Context: an optimization exercise on an open-source flow, tuned for small area, a short achievable clock period and few clock cycles per item. The choices shown serve that exercise and are no tape-out recipe.
In this exercise RTL edits were held to simulation tests only and were not proved equivalent to the original.
Power and IR drop assume default switching activity.

Setup of the previous run:
// two_class_ticket_queue_weighted_server
module two_class_ticket_queue_weighted_server #(
	parameter int QUEUE_DEPTH = 16
) (
	input  logic                              clk,
	input  logic                              arst_n,
	input  logic                              s_axis_tvalid,
	output logic                              s_axis_tready,
	input  logic [tcq_pkg::TDATA_W-1:0]       s_axis_tdata,
	input  logic [tcq_pkg::KIND_W-1:0]        s_axis_tuser,
	output logic                              m_axis_tvalid,
	input  logic                              m_axis_tready,
	output logic [tcq_pkg::TDATA_W-1:0]       m_axis_tdata,
	output logic [tcq_pkg::OUSER_W-1:0]       m_axis_tuser,
	input  logic                              cfg_we,
	input  logic [tcq_pkg::RUN_W-1:0]         cfg_data
);
Size in the first run: ~3400 cells after synthesis, about 1100 flip-flops, about 81 I/O pins, about 0.048 mm2 of cells after synthesis.
==> flow/config.mk <==
export PLATFORM = sky130hd
export DESIGN_NAME = two_class_ticket_queue_weighted_server
export DESIGN_NICKNAME = two_class_ticket_queue_weighted_server
export VERILOG_FILES = /design/flow/design.v
export SDC_FILE = /design/flow/constraint.sdc
export NUM_CORES = 4
export LEC_CHECK = 0
export ABC_CLOCK_PERIOD_IN_PS = 2500
export CAP_MARGIN = 20
export CORE_MARGIN = 2
export CORE_UTILIZATION = 50
export SETUP_SLACK_MARGIN = 2.7
export SLEW_MARGIN = 20
==> flow/constraint.sdc <==
create_clock -name core_clock -period 5.0 [get_ports {clk}]
set_input_delay 1.0000 -clock core_clock [delete_from_list [all_inputs] [get_ports {clk}]]
set_output_delay 1.0000 -clock core_clock [all_outputs]
set_load 0.01 [all_outputs]
run.sh (not shown) runs the stock make flow with config.mk's settings and CLKGATE_MAP_FILE= SYNTH_SCRIPT=/design/flow/synth_recipe.tcl, a recipe that flattens the netlist after the stock synthesis.
The previous run finished every step from synthesis to the final layout, and the layout passed the timing, design-rule and antenna checks.
Testbench counts of the previous run, summed over its fixed seeds: cycles 4,824, ops 4,800.
Input changes introduced in the current run (baseline for comparison: the previous run):
Settings: ABC_AREA: unset -> 1; ABC_CLOCK_PERIOD_IN_PS: 2500 -> unset; SETUP_SLACK_MARGIN: 2.7 -> 2.5.
==> notes.md <==
- The sequential fraction of total cell area number comes out higher for the current run vs the previous run.
- Synthesized instance count (higher): the current run
- The current run vs. the previous run: final cell count grew by about 12%, global-route wire length before repair dropped 32%, critical path buffer and inverter count down 2, share of the cycle needed by the critical path after routing shows a reduction of 4.3 points, global-route total usage across every layer down 20 points.
- Multi-input gate area in the final layout is lower on the current run
- For the current run, the dominant combinational cell family by area after synthesis was simple AND/OR/NAND/NOR gates, unlike the previous run, where it was compound AO/OA/AOI/OAI gates.
- Against the previous run as the reference, the current run delivers a lower mean cell area of the mapped netlist.

========
job 701:
Starting RTL as in the previous note.
==> flow/config.mk <==
export PLATFORM = sky130hd
export DESIGN_NAME = two_class_ticket_queue_weighted_server
export DESIGN_NICKNAME = two_class_ticket_queue_weighted_server
export VERILOG_FILES = /design/flow/design.v
export SDC_FILE = /design/flow/constraint.sdc
export NUM_CORES = 4
export LEC_CHECK = 0
export ABC_CLOCK_PERIOD_IN_PS = 2500
export CAP_MARGIN = 20
export CORE_MARGIN = 2
export CORE_UTILIZATION = 50
export CTS_CLUSTER_DIAMETER = 70
export CTS_CLUSTER_SIZE = 22
export SETUP_SLACK_MARGIN = 2.5
export SLEW_MARGIN = 20
export TNS_END_PERCENT = 10
==> flow/constraint.sdc <==
create_clock -name core_clock -period 5.0 [get_ports {clk}]
set_input_delay 1.0000 -clock core_clock [delete_from_list [all_inputs] [get_ports {clk}]]
set_output_delay 1.0000 -clock core_clock [all_outputs]
set_load 0.01 [all_outputs]
Testbench counts of job 701, summed over its fixed seeds: cycles 4,824, ops 4,800.
The inputs of job 9294 differ from those of job 701 as listed below.
diff --git a/flow/config.mk b/flow/config.mk
--- a/flow/config.mk
+++ b/flow/config.mk
@@ -7,3 +7,3 @@
 export LEC_CHECK = 0
-export ABC_CLOCK_PERIOD_IN_PS = 2500
+export ABC_CLOCK_PERIOD_IN_PS = 1800
 export CAP_MARGIN = 20
@@ -13,3 +13,3 @@
 export CTS_CLUSTER_SIZE = 22
-export SETUP_SLACK_MARGIN = 2.5
+export SETUP_SLACK_MARGIN = 2.7
 export SLEW_MARGIN = 20
Findings:
- Summary of job 9294 over job 701: non-clock buffer count now sits higher; power of the combinational group now sits higher; critical path depth now sits higher; utilization now sits higher.
- Looking at job 9294 and job 701, the fraction of area in clock buffers and inverters is a wash.
[inputs] job 1967 vs job 9294
diff --git a/flow/config.mk b/flow/config.mk
--- a/flow/config.mk
+++ b/flow/config.mk
@@ -7,3 +7,3 @@
 export LEC_CHECK = 0
-export ABC_CLOCK_PERIOD_IN_PS = 1800
+export ABC_CLOCK_PERIOD_IN_PS = 2500
 export CAP_MARGIN = 20
@@ -11,6 +11,4 @@
 export CORE_UTILIZATION = 50
-export CTS_CLUSTER_DIAMETER = 70
-export CTS_CLUSTER_SIZE = 22
-export SETUP_SLACK_MARGIN = 2.7
+export PLACE_DENSITY = 0.75
+export SETUP_SLACK_MARGIN = 2.5
 export SLEW_MARGIN = 20
-export TNS_END_PERCENT = 10
### Flow results
- Job 1967 vs job 9294: pre-CTS worst setup slack down
- Compared to job 9294, job 1967 has final total power 7.9% higher.
- The number of logic stages on the critical path including buffering reported for job 1967 is smaller than that of job 9294 by 1.
- Comparing job 1967 against job 9294, there is no change at all in largest net degree at the start of global routing.
- Comparing job 9294 and job 1967, the higher switching portion of total power was measured on job 9294.
- Going from job 9294 to job 1967, met1 layer wirelength in the final routing shrinks by about 9%.
## Diff of input files: job 7871 against job 1967
diff --git a/flow/config.mk b/flow/config.mk
--- a/flow/config.mk
+++ b/flow/config.mk
@@ -11,4 +11,3 @@
 export CORE_UTILIZATION = 50
-export PLACE_DENSITY = 0.75
-export SETUP_SLACK_MARGIN = 2.5
+export SETUP_SLACK_MARGIN = 2.3
 export SLEW_MARGIN = 20
Notes after the runs:
When the final numbers for job 7871 and job 1967 were put side by side, the total global-route track usage turned out to be greater in job 7871.
Between job 7871 and job 1967, the global-route wire length before repair is higher for job 7871.
Compared to job 1967, job 7871 has part of the cycle the worst path needs 3.6 points higher.
Going from job 1967 to job 7871, the sequential share of power was found to have gone up by 1.4 points.
Job 7871 — via count normalized by instance count about 2.5% lower, job 1967 as reference
Compared to job 1967, job 7871 leaves more free space in the core.
Job 7871 vs job 1967: layout buffer count excluding clock buffers down by more than 10%
[inputs] job 7399 vs job 7871
diff --git a/flow/config.mk b/flow/config.mk
--- a/flow/config.mk
+++ b/flow/config.mk
@@ -11,3 +11,5 @@
 export CORE_UTILIZATION = 50
-export SETUP_SLACK_MARGIN = 2.3
+export CTS_CLUSTER_DIAMETER = 70
+export CTS_CLUSTER_SIZE = 22
+export SETUP_SLACK_MARGIN = 2.5
 export SLEW_MARGIN = 20
Results
When the final numbers for job 7399 and job 7871 were put side by side, the wire length turned out to be greater in job 7871.
Where worst slew slack as a fraction of its limit is concerned, job 7871 is better than job 7399.
Taking job 7871 as the reference point, the worst stage delay on the critical path of job 7399 falls by 0.10 ns.
Share of power burned in combinational logic in job 7399 is 3.4 points higher than in job 7871
### job 7399 -> job 8175
diff --git a/flow/config.mk b/flow/config.mk
--- a/flow/config.mk
+++ b/flow/config.mk
@@ -10,5 +10,3 @@
 export CORE_MARGIN = 2
-export CORE_UTILIZATION = 50
-export CTS_CLUSTER_DIAMETER = 70
-export CTS_CLUSTER_SIZE = 22
+export CORE_UTILIZATION = 62
 export SETUP_SLACK_MARGIN = 2.5
Findings:
- Changes observed in job 8175 relative to job 7399: count of non-CTS buffers in the layout lost 9; global-route usage picked up an extra 8.0 points; area of the core lost about 20%.
- Critical path capture point: e_phit_q[1] -> job 7399, e_nhit_q[14] -> job 8175
- Delta (job 8175 minus job 7399): total power increased about 8%; worst setup slack increased 0.078 ns.
- [compare] base=job 7399 new=job 8175: post-synth design cell area held; share of total power in combinational logic went down 2.6 points; vias after detailed routing went up about 2%; sum of buffers and inverters on the critical path went down 1.

port drivers added, routing unchanged:
In the flow no input, the clock included, has a driving cell. The finished layouts below were timed again as built, in two steps.
Step 1 assumes that a clkbuf_16 drives the clock port and a buf_2 every other input.
Step 2 also shifts input and output timing later by t, the mid clock arrival at the registers, as if the neighbouring blocks saw the same clock.
Three values: no drivers, after step 1, after step 2; two values: the first two.
| run | shift t [ns] | setup WS [ns] | worst setup path after step 2 |
|---|---|---|---|
| the previous run | 0.826 | 2.194 / 2.194 / 1.739 | input to register |
| the current run | 0.776 | 2.408 / 2.408 / 1.718 | input to register |
| job 701 | 0.734 | 2.184 / 2.184 / 1.527 | input to register |
| job 9294 | 0.742 | 2.345 / 2.341 / 1.640 | input to register |
| job 1967 | 0.762 | 2.333 / 2.343 / 1.580 | input to register |
| job 7871 | 0.796 | 2.153 / 2.184 / 1.388 | input to register |
| job 7399 | 0.740 | 2.236 / 2.246 / 1.506 | input to register |
| job 8175 | 0.760 | 2.314 / 2.277 / 1.517 | input to register |
After both steps every run listed still meets setup and hold. The setup slack of job 8175, which loses most, moves by -0.037 ns with the drivers and by -0.797 ns with both steps.
